Context: an optimization exercise on an open-source flow, tuned for a short achievable clock period and few clock cycles. The choices shown serve that exercise and are no tape-out recipe.
Only simulation tests tie the RTL to the original design; equivalence was not proved.
Power is estimated from default activity; no workload was simulated.

## design/flow/run.sh

```bash
#!/bin/bash
# synth_recipe.tcl (not shown) runs the flow's synth.tcl, then flattens the netlist and writes it again
# the make line also repeats each setting of config.mk as NAME=value (left out here)
make -C /OpenROAD-flow-scripts/flow DESIGN_CONFIG=/design/flow/config.mk WORK_HOME=/design/flow/orfs CLKGATE_MAP_FILE= SYNTH_SCRIPT=/design/flow/synth_recipe.tcl finish
```

## design/flow/config.mk

```make
export PLATFORM = sky130hd
export DESIGN_NAME = cpuTop
export DESIGN_NICKNAME = cpuTop
export VERILOG_FILES = /design/flow/design.v
export SDC_FILE = /design/flow/constraint.sdc
export NUM_CORES = 4
export LEC_CHECK = 0
export CAP_MARGIN = 20
export CORE_MARGIN = 2
export CORE_UTILIZATION = 40
export SLEW_MARGIN = 20
```

## design/flow/constraint.sdc

```tcl
create_clock -name core_clock -period 11.0 [get_ports {clk}]
set_input_delay 2.2000 -clock core_clock [delete_from_list [all_inputs] [get_ports {clk}]]
set_output_delay 2.2000 -clock core_clock [all_outputs]
set_load 0.01 [all_outputs]
```

## design/flow/design.v

```verilog
package isaPkg;
	typedef logic [17:0] instrT;
	typedef logic [15:0] dataT;
	typedef logic [3:0] regSelT;
	typedef logic [3:0] opcodeT;
	typedef struct packed {
		logic low;
		logic negative;
		logic zero;
	} flagsT;
	localparam int NUM_REGS = 16;
	localparam regSelT LINK_REG = 4'd12;
	localparam regSelT SP_REG = 4'd13;
	localparam logic [1:0] TYPE_N = 2'b00;
	localparam opcodeT N_REG_ALU = 4'd0;
	localparam opcodeT N_MEM_REG = 4'd1;
	localparam opcodeT MOVMR = 4'd0;
	localparam opcodeT MOVRM = 4'd1;
	localparam opcodeT ALU_INC = 4'd0;
	localparam opcodeT ALU_DEC = 4'd1;
	localparam opcodeT ADD = 4'd2;
	localparam opcodeT SUB = 4'd3;
	localparam opcodeT AND = 4'd4;
	localparam opcodeT OR = 4'd5;
	localparam opcodeT XOR = 4'd6;
	localparam opcodeT NOT = 4'd7;
	localparam opcodeT LSH = 4'd8;
	localparam opcodeT RSH = 4'd9;
	localparam opcodeT ARSH = 4'd10;
	localparam opcodeT CMP = 4'd11;
	localparam opcodeT MOVR = 4'd12;
	localparam opcodeT MUL = 4'd13;
	localparam opcodeT FMUL = 4'd14;
	localparam opcodeT CALL = 4'd4;
	localparam opcodeT MOVMRI = 4'd5;
	localparam opcodeT MOVRMI = 4'd6;
	localparam opcodeT RET = 4'd7;
	localparam opcodeT JL = 4'd8;
	localparam opcodeT JLE = 4'd9;
	localparam opcodeT JNE = 4'd10;
	localparam opcodeT JE = 4'd11;
	localparam opcodeT POP = 4'd12;
	localparam opcodeT PUSH = 4'd13;
	localparam opcodeT PUSHI = 4'd14;
	localparam opcodeT INCDEC = 4'd15;
	localparam logic [1:0] INCR = 2'd0;
	localparam logic [1:0] DECR = 2'd1;
endpackage
package corePkg;
	typedef enum logic [1:0] {
		ST_FETCH,
		ST_EXEC,
		ST_MEM,
		ST_WB
	} seqStateT;
	typedef enum logic {
		OPB_REG,
		OPB_IMM
	} operandSelT;
	typedef enum logic [1:0] {
		WB_ALU,
		WB_MEM,
		WB_PCLINK
	} wbDataSelT;
	typedef enum logic [1:0] {
		PC_INC,
		PC_JUMP,
		PC_LINK
	} pcSelT;
	typedef enum logic [1:0] {
		ADR_PC,
		ADR_IMM,
		ADR_SRCREG,
		ADR_SP
	} addrSelT;
endpackage
module controlUnit (
	input  logic          clk,
	input  logic          rst,
	input  isaPkg::instrT instruction,
	input  isaPkg::flagsT flags,
	input  logic          busDone,
	output isaPkg::opcodeT     ctrl_aluOp,
	output isaPkg::regSelT     ctrl_destSel,
	output isaPkg::regSelT     ctrl_destSel2,
	output isaPkg::regSelT     ctrl_srcSel,
	output isaPkg::dataT       ctrl_immediate,
	output isaPkg::dataT       ctrl_address,
	output corePkg::operandSelT ctrl_operandSel,
	output corePkg::wbDataSelT ctrl_wbDataSel,
	output corePkg::addrSelT   ctrl_addrSel,
	output corePkg::pcSelT     ctrl_pcSel,
	output logic          ctrl_writeEn1,
	output logic          ctrl_writeEn2,
	output logic          ctrl_flagWrite,
	output logic          ctrl_pcLoad,
	output logic          ctrl_memWrite,
	output logic          ctrl_busReq
);
	corePkg::seqStateT state;
	isaPkg::instrT instrReg;
	isaPkg::opcodeT special, op;
	isaPkg::regSelT dst;
	corePkg::addrSelT addrSelDec;
	logic wrDest, wrSp, flagWr, isMem, storeOp;
	logic takeJump, highDst, wbPhase;
	function automatic logic isHighReg(isaPkg::regSelT r);
		isHighReg = (r == isaPkg::LINK_REG) || (r == isaPkg::SP_REG);
	endfunction
	assign special = instrReg[17:14];
	always_comb begin
		case (special)
			isaPkg::JL: takeJump = flags.low | flags.negative;
			isaPkg::JLE: takeJump = flags.low | flags.negative | flags.zero;
			isaPkg::JNE: takeJump = !flags.zero;
			isaPkg::JE: takeJump = flags.zero;
			default: takeJump = 1'b0;
		endcase
	end
	always_comb begin
		op = instrReg[7:4];
		dst = instrReg[11:8];
		ctrl_srcSel = instrReg[3:0];
		ctrl_immediate = {8'd0, instrReg[7:0]};
		ctrl_address = {2'd0, instrReg[13:0]};
		ctrl_operandSel = corePkg::OPB_REG;
		ctrl_wbDataSel = corePkg::WB_ALU;
		ctrl_pcSel = corePkg::PC_INC;
		addrSelDec = corePkg::ADR_SRCREG;
		wrDest = 1'b0;
		wrSp = 1'b0;
		flagWr = 1'b0;
		isMem = 1'b0;
		storeOp = 1'b0;
		if (instrReg[17:16] == isaPkg::TYPE_N) begin
			if (instrReg[15:12] == isaPkg::N_MEM_REG) begin
				if (instrReg[7:4] == isaPkg::MOVMR) begin
					isMem = 1'b1;
					wrDest = 1'b1;
					ctrl_wbDataSel = corePkg::WB_MEM;
				end else if (instrReg[7:4] == isaPkg::MOVRM) begin
					isMem = 1'b1;
					storeOp = 1'b1;
				end
			end else begin
				if (instrReg[15:12] != isaPkg::N_REG_ALU) begin
					op = instrReg[15:12];
					ctrl_operandSel = corePkg::OPB_IMM;
					ctrl_srcSel = dst;
				end
				if (op >= isaPkg::ADD && op <= isaPkg::ARSH) begin
					flagWr = 1'b1;
					wrDest = 1'b1;
				end else if (op == isaPkg::CMP) begin
					flagWr = 1'b1;
				end else if (op == isaPkg::MOVR) begin
					wrDest = 1'b1;
				end
			end
		end else begin
			case (special)
				isaPkg::CALL: begin
					dst = isaPkg::LINK_REG;
					wrDest = 1'b1;
					ctrl_wbDataSel = corePkg::WB_PCLINK;
					ctrl_pcSel = corePkg::PC_JUMP;
				end
				isaPkg::MOVMRI: begin
					isMem = 1'b1;
					wrDest = 1'b1;
					ctrl_wbDataSel = corePkg::WB_MEM;
					addrSelDec = corePkg::ADR_IMM;
				end
				isaPkg::MOVRMI: begin
					isMem = 1'b1;
					storeOp = 1'b1;
					addrSelDec = corePkg::ADR_IMM;
				end
				isaPkg::RET: begin
					ctrl_srcSel = isaPkg::LINK_REG;
					ctrl_pcSel = corePkg::PC_LINK;
				end
				isaPkg::JL, isaPkg::JLE, isaPkg::JNE, isaPkg::JE: begin
					if (takeJump)
						ctrl_pcSel = corePkg::PC_JUMP;
				end
				isaPkg::POP: begin
					dst = instrReg[13:10];
					addrSelDec = corePkg::ADR_SP;
					if (!isHighReg(instrReg[13:10])) begin
						isMem = 1'b1;
						wrDest = 1'b1;
						wrSp = 1'b1;
						ctrl_wbDataSel = corePkg::WB_MEM;
					end
				end
				isaPkg::PUSH: begin
					dst = instrReg[13:10];
					addrSelDec = corePkg::ADR_SP;
					isMem = 1'b1;
					storeOp = 1'b1;
					wrSp = 1'b1;
				end
				isaPkg::INCDEC: begin
					if (instrReg[13:12] == isaPkg::INCR || instrReg[13:12] == isaPkg::DECR) begin
						op = (instrReg[13:12] == isaPkg::INCR) ? isaPkg::ALU_INC : isaPkg::ALU_DEC;
						wrDest = 1'b1;
					end
				end
				default: ;
			endcase
		end
		highDst = isHighReg(dst);
		ctrl_aluOp = op;
		ctrl_destSel = dst;
		ctrl_destSel2 = wrSp ? isaPkg::SP_REG : dst;
	end
	always_comb begin
		wbPhase = ((state == corePkg::ST_EXEC) && !isMem) || ((state == corePkg::ST_WB) && isMem);
		ctrl_writeEn1 = wbPhase && wrDest && !highDst;
		ctrl_writeEn2 = wbPhase && ((wrDest && highDst) || wrSp);
		ctrl_flagWrite = (state == corePkg::ST_EXEC) && flagWr;
		ctrl_pcLoad = (state == corePkg::ST_EXEC);
		ctrl_memWrite = storeOp && (state != corePkg::ST_FETCH);
		ctrl_addrSel = (state == corePkg::ST_FETCH) ? corePkg::ADR_PC : addrSelDec;
		ctrl_busReq = ((state == corePkg::ST_FETCH) || (state == corePkg::ST_MEM)) && !busDone;
	end
	always_ff @(posedge clk) begin
		if (rst) begin
			state <= corePkg::ST_FETCH;
		end else begin
			case (state)
				corePkg::ST_FETCH: if (busDone) state <= corePkg::ST_EXEC;
				corePkg::ST_EXEC: state <= isMem ? corePkg::ST_MEM : corePkg::ST_FETCH;
				corePkg::ST_MEM: if (busDone) state <= corePkg::ST_WB;
				default: state <= corePkg::ST_FETCH;
			endcase
		end
	end
	always_ff @(posedge clk) begin
		if (state == corePkg::ST_FETCH && busDone)
			instrReg <= instruction;
	end
endmodule
module aluUnit (
	input  logic          clk,
	input  logic          rst,
	input  isaPkg::opcodeT ctrl_aluOp,
	input  corePkg::operandSelT ctrl_operandSel,
	input  isaPkg::dataT ctrl_immediate,
	input  logic ctrl_flagWrite,
	input  isaPkg::dataT  operandA,
	input  isaPkg::dataT  operandB,
	output isaPkg::dataT  result,
	output isaPkg::flagsT flags
);
	isaPkg::dataT opB, res;
	logic [16:0] diff;
	assign opB = (ctrl_operandSel == corePkg::OPB_IMM) ? ctrl_immediate : operandB;
	assign diff = {1'b0, operandA} - {1'b0, opB};
	always_comb begin
		case (ctrl_aluOp)
			isaPkg::ADD: res = operandA + opB;
			isaPkg::SUB, isaPkg::CMP: res = diff[15:0];
			isaPkg::AND: res = operandA & opB;
			isaPkg::OR: res = operandA | opB;
			isaPkg::XOR: res = operandA ^ opB;
			isaPkg::NOT: res = ~opB;
			isaPkg::LSH: res = operandA << opB[3:0];
			isaPkg::RSH: res = operandA >> opB[3:0];
			isaPkg::ARSH: res = isaPkg::dataT'($signed(operandA) >>> opB[3:0]);
			isaPkg::MOVR: res = opB;
			isaPkg::ALU_INC: res = operandA + 16'd1;
			isaPkg::ALU_DEC: res = operandA - 16'd1;
			default: res = '0;
		endcase
	end
	assign result = res;
	always_ff @(posedge clk) begin
		if (rst) begin
			flags <= '0;
		end else if (ctrl_flagWrite) begin
			flags.low <= (ctrl_aluOp == isaPkg::SUB || ctrl_aluOp == isaPkg::CMP) ? diff[16] : 1'b0;
			flags.negative <= res[15];
			flags.zero <= (res == '0);
		end
	end
endmodule
module regFile #(
	parameter int regCount = isaPkg::NUM_REGS
) (
	input  logic         clk,
	input  logic         rst,
	input  isaPkg::regSelT ctrl_destSel,
	input  isaPkg::regSelT ctrl_srcSel,
	input  logic ctrl_memWrite,
	input  corePkg::addrSelT ctrl_addrSel,
	input  logic ctrl_writeEn1,
	input  logic ctrl_writeEn2,
	input  isaPkg::regSelT ctrl_destSel2,
	input  isaPkg::dataT writeData,
	output isaPkg::dataT destData,
	output isaPkg::dataT srcData,
	output isaPkg::dataT spData
);
	localparam int idxWidth = $clog2(regCount);
	localparam int spIdx = isaPkg::SP_REG % regCount;
	isaPkg::dataT regs [regCount];
	isaPkg::dataT spNext, port2Data;
	assign destData = regs[ctrl_destSel[idxWidth-1:0]];
	assign srcData = regs[ctrl_srcSel[idxWidth-1:0]];
	assign spData = ctrl_memWrite ? regs[spIdx] : regs[spIdx] - 16'd1;
	assign spNext = ctrl_memWrite ? regs[spIdx] + 16'd1 : regs[spIdx] - 16'd1;
	assign port2Data = (ctrl_addrSel == corePkg::ADR_SP) ? spNext : writeData;
	always_ff @(posedge clk) begin
		if (rst) begin
			for (int i = 0; i < regCount; i++)
				regs[i] <= '0;
		end else begin
			if (ctrl_writeEn1)
				regs[ctrl_destSel[idxWidth-1:0]] <= writeData;
			if (ctrl_writeEn2)
				regs[ctrl_destSel2[idxWidth-1:0]] <= port2Data;
		end
	end
endmodule
module pcUnit (
	input  logic         clk,
	input  logic         rst,
	input  logic ctrl_pcLoad,
	input  corePkg::pcSelT ctrl_pcSel,
	input  isaPkg::dataT ctrl_address,
	input  isaPkg::dataT linkData,
	output isaPkg::dataT pc,
	output isaPkg::dataT pcPlusOne
);
	assign pcPlusOne = pc + 16'd1;
	always_ff @(posedge clk) begin
		if (rst) begin
			pc <= '0;
		end else if (ctrl_pcLoad) begin
			case (ctrl_pcSel)
				corePkg::PC_JUMP: pc <= ctrl_address;
				corePkg::PC_LINK: pc <= linkData;
				default: pc <= pcPlusOne;
			endcase
		end
	end
endmodule
module wbMaster (
	input  logic          clk,
	input  logic          rst,
	input  corePkg::addrSelT ctrl_addrSel,
	input  isaPkg::dataT ctrl_address,
	input  logic ctrl_busReq,
	input  logic ctrl_memWrite,
	input  isaPkg::dataT  pc,
	input  isaPkg::dataT  srcData,
	input  isaPkg::dataT  spData,
	input  isaPkg::dataT  storeData,
	input  isaPkg::instrT wbDatIn,
	input  logic          wbAck,
	output isaPkg::dataT  wbAdr,
	output isaPkg::dataT  wbDatOut,
	output logic          wbWe,
	output logic          wbCyc,
	output logic          wbStb,
	output isaPkg::instrT readData,
	output logic          busDone
);
	isaPkg::dataT nextAdr;
	logic start;
	always_comb begin
		case (ctrl_addrSel)
			corePkg::ADR_PC: nextAdr = pc;
			corePkg::ADR_IMM: nextAdr = ctrl_address;
			corePkg::ADR_SRCREG: nextAdr = srcData;
			default: nextAdr = spData;
		endcase
	end
	assign start = ctrl_busReq && !wbCyc;
	assign wbStb = wbCyc;
	always_ff @(posedge clk) begin
		if (rst) begin
			wbCyc <= 1'b0;
			wbWe <= 1'b0;
			busDone <= 1'b0;
		end else begin
			busDone <= 1'b0;
			if (wbCyc && wbAck) begin
				wbCyc <= 1'b0;
				wbWe <= 1'b0;
				busDone <= 1'b1;
			end else if (start) begin
				wbCyc <= 1'b1;
				wbWe <= ctrl_memWrite;
			end
		end
	end
	always_ff @(posedge clk) begin
		if (start) begin
			wbAdr <= nextAdr;
			wbDatOut <= storeData;
		end
		if (wbCyc && wbAck)
			readData <= wbDatIn;
	end
endmodule
module cpuTop (
	input  logic          clk,
	input  logic          rst,
	input  isaPkg::instrT wbDatIn,
	input  logic          wbAck,
	output isaPkg::dataT  wbAdr,
	output isaPkg::dataT  wbDatOut,
	output logic          wbWe,
	output logic          wbCyc,
	output logic          wbStb
);
	isaPkg::dataT aluResult, writeData;
	isaPkg::dataT destData, srcData, spData;
	isaPkg::dataT pc, pcPlusOne;
	isaPkg::instrT readData;
	isaPkg::flagsT flags;
	logic busDone;
	isaPkg::opcodeT ctrl_aluOp;
	isaPkg::regSelT ctrl_destSel;
	isaPkg::regSelT ctrl_destSel2;
	isaPkg::regSelT ctrl_srcSel;
	isaPkg::dataT ctrl_immediate;
	isaPkg::dataT ctrl_address;
	corePkg::operandSelT ctrl_operandSel;
	corePkg::wbDataSelT ctrl_wbDataSel;
	corePkg::addrSelT ctrl_addrSel;
	corePkg::pcSelT ctrl_pcSel;
	logic ctrl_writeEn1;
	logic ctrl_writeEn2;
	logic ctrl_flagWrite;
	logic ctrl_pcLoad;
	logic ctrl_memWrite;
	logic ctrl_busReq;
	assign writeData = (ctrl_wbDataSel == corePkg::WB_MEM) ? readData[15:0] :
		(ctrl_wbDataSel == corePkg::WB_PCLINK) ? pcPlusOne : aluResult;
	controlUnit i_controlUnit (
		.clk         (clk),
		.rst         (rst),
		.instruction (readData),
		.flags       (flags),
		.busDone     (busDone),
		.ctrl_aluOp (ctrl_aluOp),
		.ctrl_destSel (ctrl_destSel),
		.ctrl_destSel2 (ctrl_destSel2),
		.ctrl_srcSel (ctrl_srcSel),
		.ctrl_immediate (ctrl_immediate),
		.ctrl_address (ctrl_address),
		.ctrl_operandSel (ctrl_operandSel),
		.ctrl_wbDataSel (ctrl_wbDataSel),
		.ctrl_addrSel (ctrl_addrSel),
		.ctrl_pcSel (ctrl_pcSel),
		.ctrl_writeEn1 (ctrl_writeEn1),
		.ctrl_writeEn2 (ctrl_writeEn2),
		.ctrl_flagWrite (ctrl_flagWrite),
		.ctrl_pcLoad (ctrl_pcLoad),
		.ctrl_memWrite (ctrl_memWrite),
		.ctrl_busReq (ctrl_busReq)
	);
	aluUnit i_aluUnit (
		.clk      (clk),
		.rst      (rst),
		.ctrl_aluOp (ctrl_aluOp),
		.ctrl_operandSel (ctrl_operandSel),
		.ctrl_immediate (ctrl_immediate),
		.ctrl_flagWrite (ctrl_flagWrite),
		.operandA (destData),
		.operandB (srcData),
		.result   (aluResult),
		.flags    (flags)
	);
	regFile i_regFile (
		.clk       (clk),
		.rst       (rst),
		.ctrl_destSel (ctrl_destSel),
		.ctrl_srcSel (ctrl_srcSel),
		.ctrl_memWrite (ctrl_memWrite),
		.ctrl_addrSel (ctrl_addrSel),
		.ctrl_writeEn1 (ctrl_writeEn1),
		.ctrl_writeEn2 (ctrl_writeEn2),
		.ctrl_destSel2 (ctrl_destSel2),
		.writeData (writeData),
		.destData  (destData),
		.srcData   (srcData),
		.spData    (spData)
	);
	pcUnit i_pcUnit (
		.clk       (clk),
		.rst       (rst),
		.ctrl_pcLoad (ctrl_pcLoad),
		.ctrl_pcSel (ctrl_pcSel),
		.ctrl_address (ctrl_address),
		.linkData  (srcData),
		.pc        (pc),
		.pcPlusOne (pcPlusOne)
	);
	wbMaster i_wbMaster (
		.clk       (clk),
		.rst       (rst),
		.ctrl_addrSel (ctrl_addrSel),
		.ctrl_address (ctrl_address),
		.ctrl_busReq (ctrl_busReq),
		.ctrl_memWrite (ctrl_memWrite),
		.pc        (pc),
		.srcData   (srcData),
		.spData    (spData),
		.storeData (destData),
		.wbDatIn   (wbDatIn),
		.wbAck     (wbAck),
		.wbAdr     (wbAdr),
		.wbDatOut  (wbDatOut),
		.wbWe      (wbWe),
		.wbCyc     (wbCyc),
		.wbStb     (wbStb),
		.readData  (readData),
		.busDone   (busDone)
	);
endmodule
```

==> metrics.yaml <==
route:
  dr.pass1.iters: 6
  drt_wl_total_mm: 107
  drc: 0
  drt_iter0_drc: 3073
  ant_nets: 0
  drt-vias-per-instance: 6.74
  via_count: 23200
  wire_per_inst_um: 31.1
setup_path:
  cp-start-kind: "flop"
  cp.arrival_ns: 10.00
  cpMaxStageDelayCell: "a21oi_2"
  path_max_fanout: 49
  worst_setup_path_end_kind: "flop"
  cp_num_buf_inv: 1
  worstReg2RegEnd: "i_regFile.regs[12][9]$_DFFE_PP_"
  critPathRequiredTime_ns: 11.30
  reg2reg_depth: 26
  worstSetupPathType: "reg2reg"
  timing.rr.start: "i_controlUnit.instrReg[15]$_DFFE_PP_"
  reg2reg_slack_ns: 1.30
  setup.worst_path.start: "i_controlUnit.instrReg[15]$_DFFE_PP_"
  critical_path.top_delay_family: "compound AO/OA/AOI/OAI gates"
  cpMostUsedCell: "a211oi_1"
  max_stage_delay_ns: 0.86
synthesis:
  seq_area_frac_synth_pct: 41.9
  async_reset_ff_share_pct: 0
  synthCells: 2655
  syn-num-nets: 2750
  yosys_warnings: 5
  synth_edf_count: 324
  ys_types: 100
  synth_ff_type: "edfxtp_1"
  avgSynthCellArea_sq_um: 9.18
  synth.cell_area_sq_um: 24400
  ys_ff_latch: 348
clocking:
  clk_pin_slew_ns: 0.06
  cts_inserted_buffers: 42
  postCtsSetupBuffers: 0
  cts_tree: "built"
  htree_levels: 2
  cts_max_path_buffers: 3
  post_cts_resize_count: 0
  ctsRootBufferMaster: "clkbuf_16"
  ctsHoldBuffers: 0
  clock-sinks: 348
  clk_latency_ns: 0.62
place:
  numPortBuffers: 55
  dpl_cell_area_sq_um: 25600
  hpwl_mm: 75.3
  placedCellCount: 3360
  globalplace.congestion: 0.999
sta:
  setup_violations: 0
  slew_headroom_pct: 17.4
  finalHoldViolations: 0
  final.setup_skew_ns: 0.0727
  tightest_slew_ns: 1.23
  clock.fmax_ghz: 0.103
  tns_ns: 0
  fin_crit_ns: 9.70
  holdWs_ns: 0.464
  rsz0062_at_grt: "false"
  finalMaxSlewViolations: 0
  period_share_pct: 88.2
die:
  initial_core_util_pct: 40.4
  die_area_sq_um: 62900
  core_area_sq_um: 60200
  num_rows: 90
  die_y_um: 251
  die_x_um: 251
  io_pins: 56
finish:
  nNetsFinal: 2719
  area_delta_synth_final_pct: 11.1
  layout-drive-gt1-share_pct: 8.70
  final_area_sq_um: 27100
  fin_cells: 3437
pwr:
  power-per-cell-area_nw_per_um2: 144
  p_leak_uw: 0.0101
  ir_worst_vdd_uv: 133
global_routing:
  grt_pass1_vias: 22100
  grt_antenna_before_repair: 5
  grtUsageTotal_pct: 33.1
  grt_overflow_total: 0
  grt_max_degree: 65
  grt_pass1_wl_mm: 153
hold_path:
  hold_path.class: "reg2reg"
  hp-start: "i_wbMaster.readData[12]$_DFFE_PP_"
  holdPathStages: 0
  whs_endpoint: "i_controlUnit.instrReg[12]$_DFFE_PP_"
run_status:
  outcome: "complete, no violations"
flow_run:
  maxCapViolCount: 0
[routing by layer]
layer,part of all wire [%],up-vias,wire (um),global-route usage (%)
li1,-,9920,-,-
met1,38,11300,40600,42.0
met2,45,1544,47700,51.7
met3,11,361,11200,7.32
met4,6.9,10,7390,19.9
met5,0.12,-,132,0
[logic make-up after synthesis]
family                     count (synthesis)  synth area share (%)
DFF                                      348                  41.9
xor gates and xnor gates                  76                  2.73
muxes                                    161                  6.74
and+or+nand+nor                         1000                  18.8
buffers and inverters                    274                  4.98
AOI/OAI and AO/OA                        721                  20.9
adders and majority gates                 75                  3.90
[registers in the layout, summed over array words and instances (netlist names)]
signal,flops
i_regFile.regs,256
i_aluUnit.flags,3
i_controlUnit.instrReg,18
i_wbMaster.wbCyc,1
i_wbMaster.wbDatOut,16
i_wbMaster.readData,18
i_wbMaster.wbWe,1
i_controlUnit.state,2
i_pcUnit.pc,16
i_wbMaster.wbAdr,16
i_wbMaster.busDone,1
[power breakdown]
| group | internal [uW] | switching, uW | leakage, uW |
|---|---|---|---|
| Clock | 849 | 609 | 0.000695 |
| Combinational | 275 | 623 | 0.00593 |
| Sequential | 1500 | 42.6 | 0.00349 |
[synthesized netlist by cell type (12+ instances only)]
master / number / share of area [%]
a211oi_1: 132 / 4.1
a21o_1: 15 / 0.46
a21oi_1: 140 / 2.9
a221o_1: 23 / 0.94
a221oi_1: 22 / 0.79
a22oi_1: 17 / 0.52
a31oi_1: 30 / 0.77
a32oi_1: 44 / 1.6
and2_1: 14 / 0.36
and3_1: 88 / 2.3
buf_1: 14 / 0.22
buf_2: 44 / 0.90
buf_4: 12 / 0.37
clkbuf_1: 127 / 2.0
dfxtp_1: 24 / 2.0
edfxtp_1: 324 / 40
ha_1: 72 / 3.7
inv_1: 59 / 0.91
mux2_2: 18 / 0.83
mux2i_1: 141 / 5.8
nand2_1: 257 / 4.0
nand2b_1: 27 / 0.69
nand3_1: 56 / 1.2
nand4_1: 21 / 0.54
nor2_1: 390 / 6.0
nor2b_1: 15 / 0.39
nor3_1: 52 / 1.1
nor4_1: 15 / 0.39
o211ai_1: 26 / 0.80
o21ai_0: 101 / 2.1
o22ai_1: 39 / 1.0
or3_1: 17 / 0.44
or4_1: 12 / 0.37
xnor2_1: 50 / 1.8
xor2_1: 26 / 0.93
[worst max path at each step]
stage / endpoint / slack, ns / depth (start not counted)
6_report: i_regFile.regs[12][9]$_DFFE_PP_ / 1.30 / 26
5_1_grt: i_regFile.regs[13][9]$_DFFE_PP_ / 0.99 / 25
4_1_cts: i_regFile.regs[12][10]$_DFFE_PP_ / 1.67 / 25
3_5_place_dp: i_regFile.regs[12][10]$_DFFE_PP_ / 1.72 / 26
3_3_place_gp: i_regFile.regs[12][9]$_DFFE_PP_ / 1.31 / 27
2_1_floorplan: i_regFile.regs[10][15]$_DFFE_PP_ / 4.08 / 32
[through the flow]
stage / total power, uW / util, % / worst slack, ns
final: 3900 / 45.0 / 1.30
after global routing: 4000 / 45.0 / 0.992
after CTS: 3870 / 44.9 / 1.67
after detailed placement: 2430 / 42.5 / 1.72
after global placement: 2430 / 42.5 / 1.31
after floorplan: 2090 / - / 4.08
[placed cells by master (no fill, tap or decap), drive strengths merged, types with 23 or more instances in the layout]
master,count
xor2,26
buf,78
xnor2,50
edfxtp,324
a221o,23
clkdlybuf4s50,54
clkbuf,53
ha,72
a31oi,32
inv,66
o22ai,39
nor2,392
a21oi,142
nand3,57
nand2b,27
nor3,54
a32oi,44
o21ai,112
dfxtp,24
o211ai,26
and3,88
nand2,258
mux2i,142
a211oi,133
a221oi,23
[area by class of cell]
type                            instances  area (sq um)
Sequential cell                       348         10200
Antenna cell                            1          2.50
Timing Repair Buffer                  133          1140
Inverter                               66           249
Tap cell                              782           978
Multi-Input combinational cell       2033         13100
Fill cell                            5798         33200
Clock buffer                           53          1120
Clock inverter                         21           290
Testbench counts, summed over its fixed seeds: cycles 131,066.

[re-timing with driven ports]
How much do the figures lean on ideal ports? The routed layout below was timed once more, with nothing changed but the port constraints.
Step 1 assumes that a clkbuf_16 drives the clock port and a buf_2 every other input.
Step 2 moves the port delays by t, midway between the first and last clock arrival at a register: inputs arrive t later, outputs are due t later. That takes back most of the time a late clock gives input paths.
Slacks: ideal ports / drivers / drivers and shift; pairs: ideal ports / drivers.
shift t [ns]: 0.647
setup slack, ns: 1.296 / 1.296 / 1.296
worst setup path after step 2: register to register
After both steps this run still meets setup and hold. For this run, drivers alone change the setup slack by 0.000 ns; drivers and shift together by 0.000 ns.
